This design comes from an exercise in tuning for small area on the open sky130 flow, not from production work.
Only simulation tests tie the RTL to the original design; equivalence was not proved.

==> 06-24 <==
==> flow/design.v <==
package rf_pkg;
   localparam int DATA_W_DEF = 32;
   localparam int DEPTH_DEF  = 32;
   localparam int REG_ZERO   = 0;
endpackage
module rf_aoi222 (
   input  logic a0, b0, a1, b1, a2, b2,
   output logic y
);
   assign y = ~((a0 & b0) | (a1 & b1) | (a2 & b2));
endmodule
module rf_oai22 (
   input  logic a0, b0, a1, b1,
   output logic y
);
   assign y = ~((a0 | b0) & (a1 | b1));
endmodule
module rf4r2w_top (
   input  logic         clk,
   input  logic         rst_n,
   input  logic [19:0]  rd_addr,
   output logic [127:0] rd_data,
   output logic [3:0]   rd_busy,
   input  logic [1:0]   wr_en,
   input  logic [9:0]   wr_addr,
   input  logic [63:0]  wr_data,
   input  logic         sb_set,
   input  logic [4:0]   sb_addr,
   input  logic         sb_flush
);
   localparam int W = 32;
   localparam int N = 32;
   logic [4:0]   wa0, wa1;
   logic [W-1:0] wd0, wd1;
   logic [1:0]   we;
   assign wa0 = wr_addr[4:0];
   assign wa1 = wr_addr[9:5];
   assign wd0 = wr_data[31:0];
   assign wd1 = wr_data[63:32];
   assign we  = wr_en & {2{rst_n}};
   logic started;
   always_ff @(posedge clk or negedge rst_n)
      if (!rst_n) started <= 1'b0;
      else        started <= 1'b1;
   logic [N-1:1] w1, w0, wh, hv, sset;
   for (genvar k = 1; k < N; k++) begin : g_wdec
      logic hit0, hit1;
      assign hit1    = we[1] & (wa1 == 5'(k));
      assign hit0    = we[0] & (wa0 == 5'(k));
      assign w1[k]   = hit1;
      assign w0[k]   = hit0 & ~hit1;
      assign wh[k]   = ~(hit0 | hit1);
      assign hv[k]   = wh[k] & started;
      assign sset[k] = sb_set & (sb_addr == 5'(k));
   end
   logic [W-1:0] qn [1:N-1];
   logic [W-1:0] dn [1:N-1];
   logic [N-1:1] busy;
   for (genvar k = 1; k < N; k++) begin : g_reg
      logic [W-1:0] r;
      assign r = ~qn[k];
      for (genvar b = 0; b < W; b++) begin : g_bit
         rf_aoi222 u_w (
            .a0(w1[k]), .b0(wd1[b]), .a1(w0[k]), .b1(wd0[b]), .a2(hv[k]), .b2(r[b]),
            .y(dn[k][b]));
      end
      always_ff @(posedge clk) qn[k] <= dn[k];
      always_ff @(posedge clk or negedge rst_n)
         if (!rst_n) busy[k] <= 1'b0;
         else        busy[k] <= ~sb_flush & (sset[k] | (busy[k] & wh[k]));
   end
   for (genvar i = 0; i < 4; i++) begin : g_rd
      logic [4:0]   a;
      logic [N-1:1] dec, sn;
      logic [W-1:0] y [16];
      assign a = rd_addr[5*i +: 5];
      for (genvar k = 1; k < N; k++) begin : g_sel
         assign dec[k] = (a == 5'(k));
      end
      assign sn = ~dec;
      assign rd_busy[i] = |(dec & busy & wh);
      for (genvar b = 0; b < W; b++) begin : g_bit
         for (genvar g = 0; g < 15; g++) begin : g_leaf
            rf_oai22 u_r (
               .a0(sn[2*g+1]), .b0(dn[2*g+1][b]),
               .a1(sn[2*g+2]), .b1(dn[2*g+2][b]),
               .y(y[g][b]));
         end
         assign y[15][b] = ~(sn[31] | dn[31][b]);
         assign rd_data[32*i + b] = |{y[0][b], y[1][b], y[2][b], y[3][b], y[4][b], y[5][b],
                                      y[6][b], y[7][b], y[8][b], y[9][b], y[10][b], y[11][b],
                                      y[12][b], y[13][b], y[14][b], y[15][b]};
      end
   end
endmodule
==> flow/flow/run.sh <==
#!/bin/bash
set -euo pipefail
export BUFFER_PORTS_ARGS="-buffer_cell sky130_fd_sc_hd__buf_1"
bash standard.sh > standard_flow.log 2>&1
==> flow/standard.sh <==
#!/bin/bash
# synth_recipe.tcl (not shown) runs the flow's synth.tcl, then flattens the netlist and writes it again
# the make line also repeats each setting of config.mk as NAME=value (left out here)
make -C /OpenROAD-flow-scripts/flow DESIGN_CONFIG=/design/flow/config.mk WORK_HOME=/design/flow/orfs CLKGATE_MAP_FILE= SYNTH_SCRIPT=/design/flow/synth_recipe.tcl "${@:-finish}"
==> flow/config.mk <==
export PLATFORM = sky130hd
export DESIGN_NAME = rf4r2w_top
export DESIGN_NICKNAME = rf4r2w_top
export VERILOG_FILES = /design/flow/design.v
export SDC_FILE = /design/flow/constraint.sdc
export NUM_CORES = 4
export LEC_CHECK = 0
export CAP_MARGIN = 10
export CELL_PAD_IN_SITES_DETAIL_PLACEMENT = 2
export CELL_PAD_IN_SITES_GLOBAL_PLACEMENT = 2
export CORE_MARGIN = 2
export CORE_UTILIZATION = 30
export PLACE_DENSITY = 0.38
export SLEW_MARGIN = 10
export SYNTH_HIERARCHICAL = 1
==> flow/constraint.sdc <==
create_clock -name core_clock -period 6.5 [get_ports {clk}]
set_input_delay 1.3000 -clock core_clock [delete_from_list [all_inputs] [get_ports {clk}]]
set_output_delay 1.3000 -clock core_clock [all_outputs]
set_load 0.01 [all_outputs]
==> 06-27 (differences from 06-24) <==
==> flow/design.v, changed modules only <==
module rf4r2w_top (
   input  logic         clk,
   input  logic         rst_n,
   input  logic [19:0]  rd_addr,
   output logic [127:0] rd_data,
   output logic [3:0]   rd_busy,
   input  logic [1:0]   wr_en,
   input  logic [9:0]   wr_addr,
   input  logic [63:0]  wr_data,
   input  logic         sb_set,
   input  logic [4:0]   sb_addr,
   input  logic         sb_flush
);
   localparam int W = 32;
   localparam int N = 32;
   logic [4:0]  wa0, wa1;
   logic [W-1:0] wd0, wd1;
   assign wa0 = wr_addr[4:0];
   assign wa1 = wr_addr[9:5];
   assign wd0 = wr_data[31:0];
   assign wd1 = wr_data[63:32];
   logic [N-1:1] w1, w0, wh, sset;
   for (genvar k = 1; k < N; k++) begin : g_wdec
      logic hit0, hit1;
      assign hit1    = wr_en[1] & (wa1 == 5'(k));
      assign hit0    = wr_en[0] & (wa0 == 5'(k));
      assign w1[k]   = hit1;
      assign w0[k]   = hit0 & ~hit1;
      assign wh[k]   = ~(hit0 | hit1);
      assign sset[k] = sb_set & (sb_addr == 5'(k));
   end
   logic [W-1:0] qn [1:N-1];
   logic [W-1:0] r  [1:N-1];
   logic [N-1:1] vld, busy;
   logic [N-1:1] rq, bq;
   assign rq = vld & wh;
   assign bq = busy & wh;
   for (genvar k = 1; k < N; k++) begin : g_reg
      logic [W-1:0] dn;
      for (genvar b = 0; b < W; b++) begin : g_bit
         rf_aoi222 u_w (
            .a0(w1[k]), .b0(wd1[b]), .a1(w0[k]), .b1(wd0[b]), .a2(wh[k]), .b2(r[k][b]),
            .y(dn[b]));
      end
      always_ff @(posedge clk) qn[k] <= dn;
      assign r[k] = ~qn[k];
      always_ff @(posedge clk or negedge rst_n)
         if (!rst_n) vld[k] <= 1'b0;
         else        vld[k] <= vld[k] | ~wh[k];
      always_ff @(posedge clk or negedge rst_n)
         if (!rst_n) busy[k] <= 1'b0;
         else        busy[k] <= ~sb_flush & (sset[k] | (busy[k] & wh[k]));
   end
   for (genvar i = 0; i < 4; i++) begin : g_rd
      logic [4:0]   a;
      logic         h0, h1, nz, sb0, sb1;
      logic [N-1:1] dec, sr;
      logic [W-1:0] y [11];
      assign a   = rd_addr[5*i +: 5];
      assign h1  = wr_en[1] & (wa1 == a);
      assign h0  = wr_en[0] & (wa0 == a);
      assign nz  = |a;
      assign sb1 = rst_n & nz & h1;
      assign sb0 = rst_n & nz & h0 & ~h1;
      for (genvar k = 1; k < N; k++) begin : g_sel
         assign dec[k] = (a == 5'(k));
         assign sr[k]  = dec[k] & rq[k];
      end
      assign rd_busy[i] = |(dec & bq);
      for (genvar b = 0; b < W; b++) begin : g_bit
         for (genvar g = 0; g < 10; g++) begin : g_leaf
            rf_aoi222 u_r (
               .a0(sr[3*g+1]), .b0(r[3*g+1][b]),
               .a1(sr[3*g+2]), .b1(r[3*g+2][b]),
               .a2(sr[3*g+3]), .b2(r[3*g+3][b]),
               .y(y[g][b]));
         end
         rf_aoi222 u_rb (
            .a0(sr[31]), .b0(r[31][b]), .a1(sb1), .b1(wd1[b]), .a2(sb0), .b2(wd0[b]),
            .y(y[10][b]));
         assign rd_data[32*i + b] = ~&{y[0][b], y[1][b], y[2][b], y[3][b], y[4][b], y[5][b],
                                       y[6][b], y[7][b], y[8][b], y[9][b], y[10][b]};
      end
   end
endmodule
// module rf_oai22 removed
==> flow/run.sh (new file) <==
#!/bin/bash
# synth_recipe.tcl (not shown) runs the flow's synth.tcl, then flattens the netlist and writes it again
# the make line also repeats each setting of config.mk as NAME=value (left out here)
make -C /OpenROAD-flow-scripts/flow DESIGN_CONFIG=/design/flow/config.mk WORK_HOME=/design/flow/orfs CLKGATE_MAP_FILE= SYNTH_SCRIPT=/design/flow/synth_recipe.tcl finish
==> flow/config.mk (replaced) <==
export PLATFORM = sky130hd
export DESIGN_NAME = rf4r2w_top
export DESIGN_NICKNAME = rf4r2w_top
export VERILOG_FILES = /design/flow/design.v
export SDC_FILE = /design/flow/constraint.sdc
export NUM_CORES = 4
export LEC_CHECK = 0
export CAP_MARGIN = 10
export CORE_MARGIN = 2
export CORE_UTILIZATION = 50
export SLEW_MARGIN = 10
export SYNTH_HIERARCHICAL = 1
removed: flow/flow/run.sh
removed: flow/standard.sh
==> notes <==
- 06-27 failed in global routing (5_1_grt) (GRT-0232). 06-24 ran to the end with violations: max-slew violations, negative setup slack.
- In 06-24 the synthesized cell count is higher than in 06-27, by 6.7%.
- Against 06-27, the synthesized area of 06-24 is smaller by 4.3%.
==> figures <==
	06-24	06-27
Outcome	failed layout checks	aborted with a tool error
Stage where the flow stopped	-	global routing (5_1_grt)
Violated checks	max-slew violations, negative setup slack	-
Post-synth net total	6,276	5,886
Xor/xnor cell area share of the yosys netlist	0%	0.618%
Top cell type's share of synthesized area	36.6%	42.4%
Post-DP HPWL	324,000 um	278,000 um
Placed inst area	66,000 um^2	71,500 um^2
Count leader, synth	sky130_fd_sc_hd__o22ai_1	sky130_fd_sc_hd__a222oi_1
Fraction of the mapped netlist area in compound gates	43.9%	44.4%
Number of distinct standard cells referenced by the synthesized netlist	54	65
Last weighted congestion value of the routability-driven placer	1.04	1.23

## static timing again, ports no longer ideal
No port has a modelled driver above. Below, the same layout with a new extraction and two added sets of constraints.
Step 1 sets driving cells, clkbuf_16 on the clock port and buf_2 on the other inputs (assumed; they add their load-dependent delay and slew).
Step 2 moves the port delays by t, midway between the first and last clock arrival at a register: inputs arrive t later, outputs are due t later. That takes back most of the time a late clock gives input paths.
a / b / c = ideal ports / drivers / drivers and shift; a / b = the first two.
run: 06-24
t (ns): 0.920
setup slack, ns: -0.147 / -0.178 / -0.178
worst setup path after step 2: input to output
worst slew at a driven data input, ns: 0.06
For 06-24, drivers alone change the setup slack by -0.031 ns; drivers and shift together by -0.031 ns.
